From an optimization exercise on the open Yosys and OpenROAD flow, aimed at small area, a short achievable clock period and few clock cycles; shortcuts taken in it are not production practice.
RTL that was checked went through simulation tests only; none was proved equivalent to the original.
The clock input has no modelled driver; a real chip could not lean on it and would need a root buffer or a full tree.
Power and IR drop assume default switching activity.

==> flow/design.v (excerpt) <==
module wildcard_name_matcher (
    input  logic       i_clk,
    input  logic       i_rst_n,
    input  logic       i_valid,
    output logic       o_ready,
    input  logic       i_cmd,
    input  logic [7:0] i_ch,
    input  logic       i_last,
    output logic       o_valid,
    input  logic       i_ready,
    output logic       o_matched,
    output logic       o_pattern_overflow
);
Size in the first run: roughly 1200 cells after synthesis, roughly 18 I/O pins, roughly 0.015 sq mm of cells after synthesis.
export LEC_CHECK = 0
export CAP_MARGIN = 20
export CORE_MARGIN = 2
export CORE_UTILIZATION = 40
export SETUP_SLACK_MARGIN = 3.2
export SLEW_MARGIN = 20
export TNS_END_PERCENT = 50
create_clock -name core_clock -period 5.0 [get_ports {i_clk}]
standard.sh (not shown) runs the stock make flow with config.mk's settings and CLKGATE_MAP_FILE= SYNTH_SCRIPT=/design/flow/synth_recipe.tcl, a recipe that flattens the netlist after the stock synthesis.
==> flow/flow/run.sh <==
#!/bin/bash
# The standard layout (standard.sh), except that
# - the ports are buffered with sky130_fd_sc_hd__buf_4, not the cell
#   buffer_ports picks by default;
# - the clock tree is built by flow/clock_tree.tcl in place of
#   clock_tree_synthesis: four root buffers on the clock port, each driving the
#   leaf buffers of the flip-flop groups near it;
# - floorplan and placement repair timing with a setup margin of 2.0 ns, the
#   later steps with the margin in config.mk.
set -euo pipefail
bash standard.sh synth > synth.log 2>&1
bash standard.sh 'BUFFER_PORTS_ARGS=-buffer_cell sky130_fd_sc_hd__buf_4' "PRE_CTS_TCL=$PWD/flow/clock_tree.tcl" SETUP_SLACK_MARGIN=2.0 place > place.log 2>&1
bash standard.sh 'BUFFER_PORTS_ARGS=-buffer_cell sky130_fd_sc_hd__buf_4' "PRE_CTS_TCL=$PWD/flow/clock_tree.tcl" finish > layout.log 2>&1
Other scripts of this flow, unchanged in this note and not shown: flow/flow/clock_tree.tcl
The baseline passed the timing, design-rule and antenna checks.
Testbench counts at the start, summed over its fixed seeds: cycles 32,693.
Next try:
--- a/flow/flow/run.sh
+++ b/flow/flow/run.sh
@@ -7,3 +7 @@
-#   leaf buffers of the flip-flop groups near it;
-# - floorplan and placement repair timing with a setup margin of 2.0 ns, the
-#   later steps with the margin in config.mk.
+#   leaf buffers of the flip-flop groups near it.
@@ -12 +9,0 @@
-bash standard.sh 'BUFFER_PORTS_ARGS=-buffer_cell sky130_fd_sc_hd__buf_4' "PRE_CTS_TCL=$PWD/flow/clock_tree.tcl" SETUP_SLACK_MARGIN=2.0 place > place.log 2>&1
- SETUP_SLACK_MARGIN: 3.2 -> 3.15
Effect:
- The changed run went through all stages and came out clean
- critical path depth does not change
- utilization fell by 0.64 points
- die area stays the same
- final cell count fell by 0.53%
- maximum frequency rose by 1.2%
- design area fell by 1.4%
- synthesized cell count stays the same
Next try:
- SETUP_SLACK_MARGIN: 3.15 -> 3.2
- TNS_END_PERCENT: 50 -> 70
Final area rose slightly; via count rose slightly; power stays flat; wire length rose slightly; sequential power is about the same; sequential cell count does not change; setup slack improves by 54 ps; die area stays the same; global-route usage is about the same; maximum frequency rose by a few percent; final cell count rose slightly.
No run of this note takes its clock network from TritonCTS; it comes from the design's own scripts or RTL.

========
amber:
wildcard_name_matcher, a different RTL version from the one above (not shown whole).
For scale: roughly 1,200 cells after synthesis, ~330 flip-flops, ~18 I/O pins.
export LEC_CHECK = 0
export CAP_MARGIN = 20
export CORE_MARGIN = 2
export CORE_UTILIZATION = 40
export SETUP_SLACK_MARGIN = 3.05
export SLEW_MARGIN = 20
create_clock -name core_clock -period 5.0 [get_ports {i_clk}]
==> flow/flow/run.sh <==
#!/bin/bash
# The standard layout (standard.sh), except that
# - the ports are buffered with sky130_fd_sc_hd__buf_4, not the cell
#   buffer_ports picks by default;
# - the clock tree is built by flow/clock_tree.tcl in place of
#   clock_tree_synthesis: four root buffers on the clock port, each driving the
#   leaf buffers of the flip-flop groups near it.
set -euo pipefail
bash standard.sh synth > synth.log 2>&1
bash standard.sh 'BUFFER_PORTS_ARGS=-buffer_cell sky130_fd_sc_hd__buf_4' "PRE_CTS_TCL=$PWD/flow/clock_tree.tcl" finish > layout.log 2>&1
Other scripts of this flow, unchanged in this note and not shown: flow/flow/clock_tree.tcl
Testbench counts of amber, summed over its fixed seeds: cycles 32,693.
What onyx does differently from amber at the input level:
- an added TNS_END_PERCENT of 50
- a change of SETUP_SLACK_MARGIN from 3.05 to 3.1
Findings:
Relative to amber, the met1 track utilization from global routing of onyx is higher by 0.37 points.
Comparing amber against onyx, there is no change at all in initial standard-cell utilization of the core.
On synthesis-to-layout area growth, amber and onyx are basically level.
Cell area power density essentially unchanged between onyx and amber.
The overall power after layout on onyx is in line with that on amber.
Looking at amber and onyx, the cell count is a wash.
### onyx -> violet
- SETUP_SLACK_MARGIN now 3.15, was 3.1
--- outcome ---
violet vs onyx: wire length per cell up
Going from onyx to violet, final critical-path required period now sits at about the same level, part of the cycle the worst path needs closely matched the old numbers, worst hold slack shows an increase of 0.0090 ns, synthesized netlist cell count about even.
Comparing violet and onyx, sum of met2 wire segment lengths after detailed routing is higher on violet.
Of violet and onyx, violet shows the higher met3 layer usage reported by global route, with onyx below it.
Path depth of the worst reg2reg path came out exactly the same in violet and onyx.
Modified inputs, zinc compared to violet
- TNS_END_PERCENT: 50 -> unset
- SETUP_SLACK_MARGIN: 3.15 -> 3.0
Results
Cmp zinc vs violet: setup slack lower in zinc
The met2 global-route usage number comes out lower for zinc vs violet.
Changes observed in zinc relative to violet: via count went down, number of detailed-routing iterations run before antenna repair went down, share of the clock period used by the worst path went up, final non-filler cell area went down, global-route usage went down.
Relative to zinc, the following input files were edited for quartz:
- changing SETUP_SLACK_MARGIN from 3.0 to 3.1
==> results.txt <==
- The higher met1 usage in global routing came out of quartz.
- Looking at estimated wirelength of the detail-placed design across both flows, quartz is the weaker of the two, with zinc ahead.
- quartz ended up with a higher layout overhead on the synthesized area than zinc did.
- Diff zinc -> quartz | sequential share of layout area | decrease of 0.38 points
- On cell count, zinc tracks quartz almost exactly.
- The run with more routed wire is quartz, not zinc.
- Detailed-routing wirelength on met1 up about 1.5% in quartz wrt zinc
- Against zinc, quartz comes in 1 lower on depth of the most critical reg-to-reg path.
In every run of this note, the design's own scripts or RTL, not TritonCTS, make the clock network.

========
Another version of the RTL of wildcard_name_matcher (not shown whole).
Size: ~320 flip-flops, about 18 I/O pins.
export LEC_CHECK = 0
export CAP_MARGIN = 20
export CORE_MARGIN = 2
export CORE_UTILIZATION = 40
export SETUP_SLACK_MARGIN = 2.95
export SLEW_MARGIN = 20
create_clock -name core_clock -period 5.0 [get_ports {i_clk}]
==> flow/flow/run.sh <==
#!/bin/bash
# The standard layout (standard.sh), except that the clock tree is built by
# flow/clock_tree.tcl in place of clock_tree_synthesis: four root buffers on the
# clock port, each driving the leaf buffers of the flip-flop groups near it.
set -euo pipefail
bash standard.sh synth > synth.log 2>&1
bash standard.sh "PRE_CTS_TCL=$PWD/flow/clock_tree.tcl" finish > layout.log 2>&1
Other scripts of this flow, unchanged in this note and not shown: flow/flow/clock_tree.tcl
Testbench counts at the start, summed over its fixed seeds: cycles 32,708.
Change:
--- a/flow/config.mk
+++ b/flow/config.mk
@@ -11 +11 @@
-export SETUP_SLACK_MARGIN = 2.95
+export SETUP_SLACK_MARGIN = 3.05
The new run finished clean. Wire length rises by about 6%. Utilization rises by 2.3 points. Setup slack is worse by 67 ps.
No run of this note takes its clock network from TritonCTS; it comes from the design's own scripts or RTL.

========
== red ==
The RTL this note starts from:
==> flow/design.v <==
`timescale 1ns / 1ps
package wnm_pkg;
    localparam int MAX_PATTERN = 32;
    localparam int POS_W       = MAX_PATTERN + 1;
    localparam int LEN_W       = $clog2(MAX_PATTERN + 1);
    localparam logic [7:0] ANY_ONE = 8'd63;
    localparam logic [7:0] ANY_RUN = 8'd42;
    localparam logic CMD_LOAD = 1'b0;
    localparam logic CMD_NAME = 1'b1;
    typedef struct packed {
        logic matched;
        logic pattern_overflow;
    } t_result;
endpackage
`timescale 1ns / 1ps
module wnm_cell (
    input  logic       i_clk,
    input  logic       i_shift,
    input  logic [7:0] i_d,
    input  logic [7:0] i_ch,
    output logic [7:0] o_q,
    output logic       o_hit,
    output logic       o_star
);
    logic [7:0] r_byte;
    always_ff @(posedge i_clk) begin
        if (i_shift) begin
            r_byte <= i_d;
        end
    end
    assign o_q    = r_byte;
    assign o_star = (r_byte == wnm_pkg::ANY_RUN);
    assign o_hit  = (r_byte == wnm_pkg::ANY_ONE) || (r_byte == i_ch);
endmodule
`timescale 1ns / 1ps
module wnm_out_skid (
    input  logic             i_clk,
    input  logic             i_rst_n,
    input  logic             i_push,
    input  logic             i_push_next,
    input  wnm_pkg::t_result i_data,
    output logic             o_ready,
    output logic             o_valid,
    input  logic             i_ready,
    output wnm_pkg::t_result o_data
);
    logic    r_out_valid;
    logic    n_out_valid;
    wnm_pkg::t_result r_out;
    wnm_pkg::t_result n_out;
    logic    r_skid_valid;
    logic    n_skid_valid;
    wnm_pkg::t_result r_skid;
    wnm_pkg::t_result n_skid;
    logic    out_free;
    logic    r_ready;
    assign out_free = !r_out_valid || i_ready;
    always_comb begin
        n_out_valid  = r_out_valid;
        n_out        = r_out;
        n_skid_valid = r_skid_valid;
        n_skid       = r_skid;
        if (out_free) begin
            if (r_skid_valid) begin
                n_out_valid  = 1'b1;
                n_out        = r_skid;
                n_skid_valid = i_push;
                n_skid       = i_data;
            end else begin
                n_out_valid  = i_push;
                n_out        = i_data;
            end
        end else if (i_push) begin
            n_skid_valid = 1'b1;
            n_skid       = i_data;
        end
    end
    always_ff @(posedge i_clk) begin
        if (!i_rst_n) begin
            r_out_valid  <= 1'b0;
            r_skid_valid <= 1'b0;
            r_ready      <= 1'b1;
        end else begin
            r_out_valid  <= n_out_valid;
            r_skid_valid <= n_skid_valid;
            r_ready      <= !n_out_valid || (!n_skid_valid && !i_push_next);
        end
    end
    always_ff @(posedge i_clk) begin
        r_out  <= n_out;
        r_skid <= n_skid;
    end
    assign o_ready = r_ready;
    assign o_valid = r_out_valid;
    assign o_data  = r_out;
endmodule
`timescale 1ns / 1ps
module wildcard_name_matcher (
    input  logic       i_clk,
    input  logic       i_rst_n,
    input  logic       i_valid,
    output logic       o_ready,
    input  logic       i_cmd,
    input  logic [7:0] i_ch,
    input  logic       i_last,
    output logic       o_valid,
    input  logic       i_ready,
    output logic       o_matched,
    output logic       o_pattern_overflow
);
    localparam int N  = wnm_pkg::MAX_PATTERN;
    localparam int LW = wnm_pkg::LEN_W;
    logic [LW-1:0]  r_cnt;            
    logic [LW-1:0]  r_len;            
    logic           r_lstar;          
    logic           r_ovf;
    logic           r_load_restart;
    logic           r_name_restart;
    logic [N:0]     r_act;
    logic           in_fire;
    logic           r_in_v;
    logic           r_in_cmd;
    logic [7:0]     r_in_ch;
    logic           r_in_last;
    logic           load_fire;
    logic           name_fire;
    logic           ch_star;
    logic [LW-1:0]  ld_cnt;
    logic [LW-1:0]  ld_len;
    logic           ld_lstar;
    logic           ld_ovf;
    logic           ld_room;
    logic           shift;
    logic [7:0]     d   [N+1];
    logic [N-1:0]   hit;
    logic [N-1:0]   star;
    logic [N:0]     start;
    logic [N:0]     init;
    logic [N:0]     cur;
    logic [N:0]     step;
    logic [N:0]     closed;
    logic           push;
    wnm_pkg::t_result push_data;
    wnm_pkg::t_result out_data;
    assign in_fire = i_valid && o_ready;
    always_ff @(posedge i_clk) begin
        if (!i_rst_n) begin
            r_in_v <= 1'b0;
        end else begin
            r_in_v <= in_fire;
        end
    end
    always_ff @(posedge i_clk) begin
        r_in_cmd  <= i_cmd;
        r_in_ch   <= i_ch;
        r_in_last <= i_last;
    end
    assign load_fire = r_in_v && (r_in_cmd == wnm_pkg::CMD_LOAD);
    assign name_fire = r_in_v && (r_in_cmd == wnm_pkg::CMD_NAME);
    assign ch_star   = (r_in_ch == wnm_pkg::ANY_RUN);
    assign ld_cnt   = r_load_restart ? '0 : r_cnt;
    assign ld_len   = r_load_restart ? '0 : r_len;
    assign ld_lstar = !r_load_restart && r_lstar;
    assign ld_ovf   = !r_load_restart && r_ovf;
    assign ld_room  = (ld_cnt < LW'(N));
    assign shift    = load_fire && ld_room && !(ch_star && ld_lstar);
    assign d[0] = r_in_ch;
    for (genvar i = 0; i < N; i++) begin : g_cell
        wnm_cell u_cell (
            .i_clk   (i_clk),
            .i_shift (shift),
            .i_d     (d[i]),
            .i_ch    (r_in_ch),
            .o_q     (d[i+1]),
            .o_hit   (hit[i]),
            .o_star  (star[i])
        );
    end
    for (genvar q = 0; q <= N; q++) begin : g_pos
        assign start[q] = (r_len == LW'(q));
        if (q < N) begin : g_lo
            assign init[q] = start[q] || (start[q+1] && star[q]);
        end else begin : g_hi
            assign init[q] = start[q];
        end
    end
    assign cur = r_name_restart ? init : r_act;
    for (genvar q = 0; q <= N; q++) begin : g_step
        logic stay;
        logic move;
        if (q > 0) begin : g_stay
            assign stay = cur[q] && star[q-1];
        end else begin : g_nostay
            assign stay = 1'b0;
        end
        if (q < N) begin : g_move
            assign move = cur[q+1] && hit[q];
        end else begin : g_nomove
            assign move = 1'b0;
        end
        assign step[q] = stay || move;
    end
    for (genvar q = 0; q <= N; q++) begin : g_close
        if (q < N) begin : g_lo
            assign closed[q] = step[q] || (step[q+1] && star[q]);
        end else begin : g_hi
            assign closed[q] = step[q];
        end
    end
    assign push                       = name_fire && r_in_last;
    assign push_data.matched          = closed[0];
    assign push_data.pattern_overflow = r_ovf;
    always_ff @(posedge i_clk) begin
        if (!i_rst_n) begin
            r_cnt          <= '0;
            r_len          <= '0;
            r_lstar        <= 1'b0;
            r_ovf          <= 1'b0;
            r_load_restart <= 1'b1;
            r_name_restart <= 1'b1;
        end else if (load_fire) begin
            r_cnt          <= ld_room ? ld_cnt + LW'(1) : ld_cnt;
            r_len          <= shift ? ld_len + LW'(1) : ld_len;
            r_lstar        <= shift ? ch_star : ld_lstar;
            r_ovf          <= ld_ovf || !ld_room;
            r_load_restart <= r_in_last;
            r_name_restart <= 1'b1;
        end else if (name_fire) begin
            r_name_restart <= r_in_last;
        end
    end
    always_ff @(posedge i_clk) begin
        if (name_fire) begin
            r_act <= closed;
        end
    end
    wnm_out_skid u_out (
        .i_clk   (i_clk),
        .i_rst_n (i_rst_n),
        .i_push  (push),
        .i_push_next (in_fire && (i_cmd == wnm_pkg::CMD_NAME) && i_last),
        .i_data  (push_data),
        .o_ready (o_ready),
        .o_valid (o_valid),
        .i_ready (i_ready),
        .o_data  (out_data)
    );
    assign o_matched          = out_data.matched;
    assign o_pattern_overflow = out_data.pattern_overflow;
endmodule
make LEC_CHECK=0 CAP_MARGIN=20 CORE_MARGIN=2 CORE_UTILIZATION=40 CTS_BUF_LIST=sky130_fd_sc_hd__clkbuf_8 CTS_CLUSTER_DIAMETER=60 CTS_CLUSTER_SIZE=18 SETUP_SLACK_MARGIN=2.9 SLEW_MARGIN=20 finish   # period 5.0 ns
run.sh (not shown) runs the stock make flow with config.mk's settings and CLKGATE_MAP_FILE= SYNTH_SCRIPT=/design/flow/synth_recipe.tcl, a recipe that flattens the netlist after the stock synthesis.
Stock flow here: none of the scripts above is used.
Changes in blue relative to red:
Settings: clearing CTS_CLUSTER_DIAMETER, which used to be 60; clearing CTS_BUF_LIST, which used to be sky130_fd_sc_hd__clkbuf_8; clearing CTS_CLUSTER_SIZE, which used to be 18; swapping 2.9 for 2.6 in SETUP_SLACK_MARGIN.
--- outcome ---
Comparing blue with red, the via count of the first global-routing pass came out essentially unchanged.
red was carried through to the last stage, and its layout satisfied the timing, design-rule and antenna checks.
blue finished end to end and its layout was clean on timing, DRC and antenna.
Fraction of power consumed by combinational cells: blue vs red down 1.4 points
On worst hold slack, red and blue are neck and neck.
[compare] base=red new=blue: vertical die dimension barely changed; final critical-path share of the clock period now larger.
When blue is measured against red, its maximum cell stage delay along the critical path turns out 0.15 ns higher.
Delta (blue minus red): global-route usage went up, clock power went up.
No run of this note included a check of the RTL's function; only the layout flow was run.

port drivers added, routing unchanged:
No port has a modelled driver above. Below, the same layouts with a new extraction and two added sets of constraints. Step 1 (the two cells are an assumption about what drives the block):
set clk [get_ports {i_clk}]
set_driving_cell -lib_cell sky130_fd_sc_hd__clkbuf_16 $clk
set_driving_cell -lib_cell sky130_fd_sc_hd__buf_2 [delete_from_list [all_inputs] $clk]
Step 2 adds t to the input delays and takes it off the output delays; t is the mean of the earliest and latest rising clock arrival at the registers after step 1. Input paths then give back, and output paths get back, about the clock's delay inside the block. Three values: ideal, step 1, step 2; two values: the first two.
run	shift t [ns]	setup WS [ns]	slew at the worst register clock pin (ns)
the first run of note 1	0.425	3.165 / 3.147 / 2.828	0.09 / 0.09
the second run of note 1	0.420	3.187 / 3.145 / 2.853	0.09 / 0.09
the third run of note 1	0.419	3.241 / 3.147 / 2.908	0.09 / 0.09
amber	0.419	3.111 / 3.078 / 2.876	0.11 / 0.11
onyx	0.422	3.170 / 3.078 / 2.876	0.11 / 0.11
violet	0.420	3.170 / 3.078 / 2.873	0.11 / 0.11
zinc	0.420	3.042 / 3.042 / 2.884	0.10 / 0.10
quartz	0.419	3.091 / 3.084 / 2.899	0.11 / 0.11
the first run of note 3	0.428	2.972 / 2.908 / 2.631	0.11 / 0.11
the second run of note 3	0.427	2.905 / 2.905 / 2.774	0.11 / 0.11
red	0.651	2.878 / 2.828 / 2.560	0.12 / 0.12
blue	0.573	2.640 / 2.589 / 2.531	0.06 / 0.06
After both steps every run listed still meets setup and hold. For the first run of note 3, which loses most, drivers alone change the setup slack by -0.064 ns; drivers and shift together by -0.341 ns.
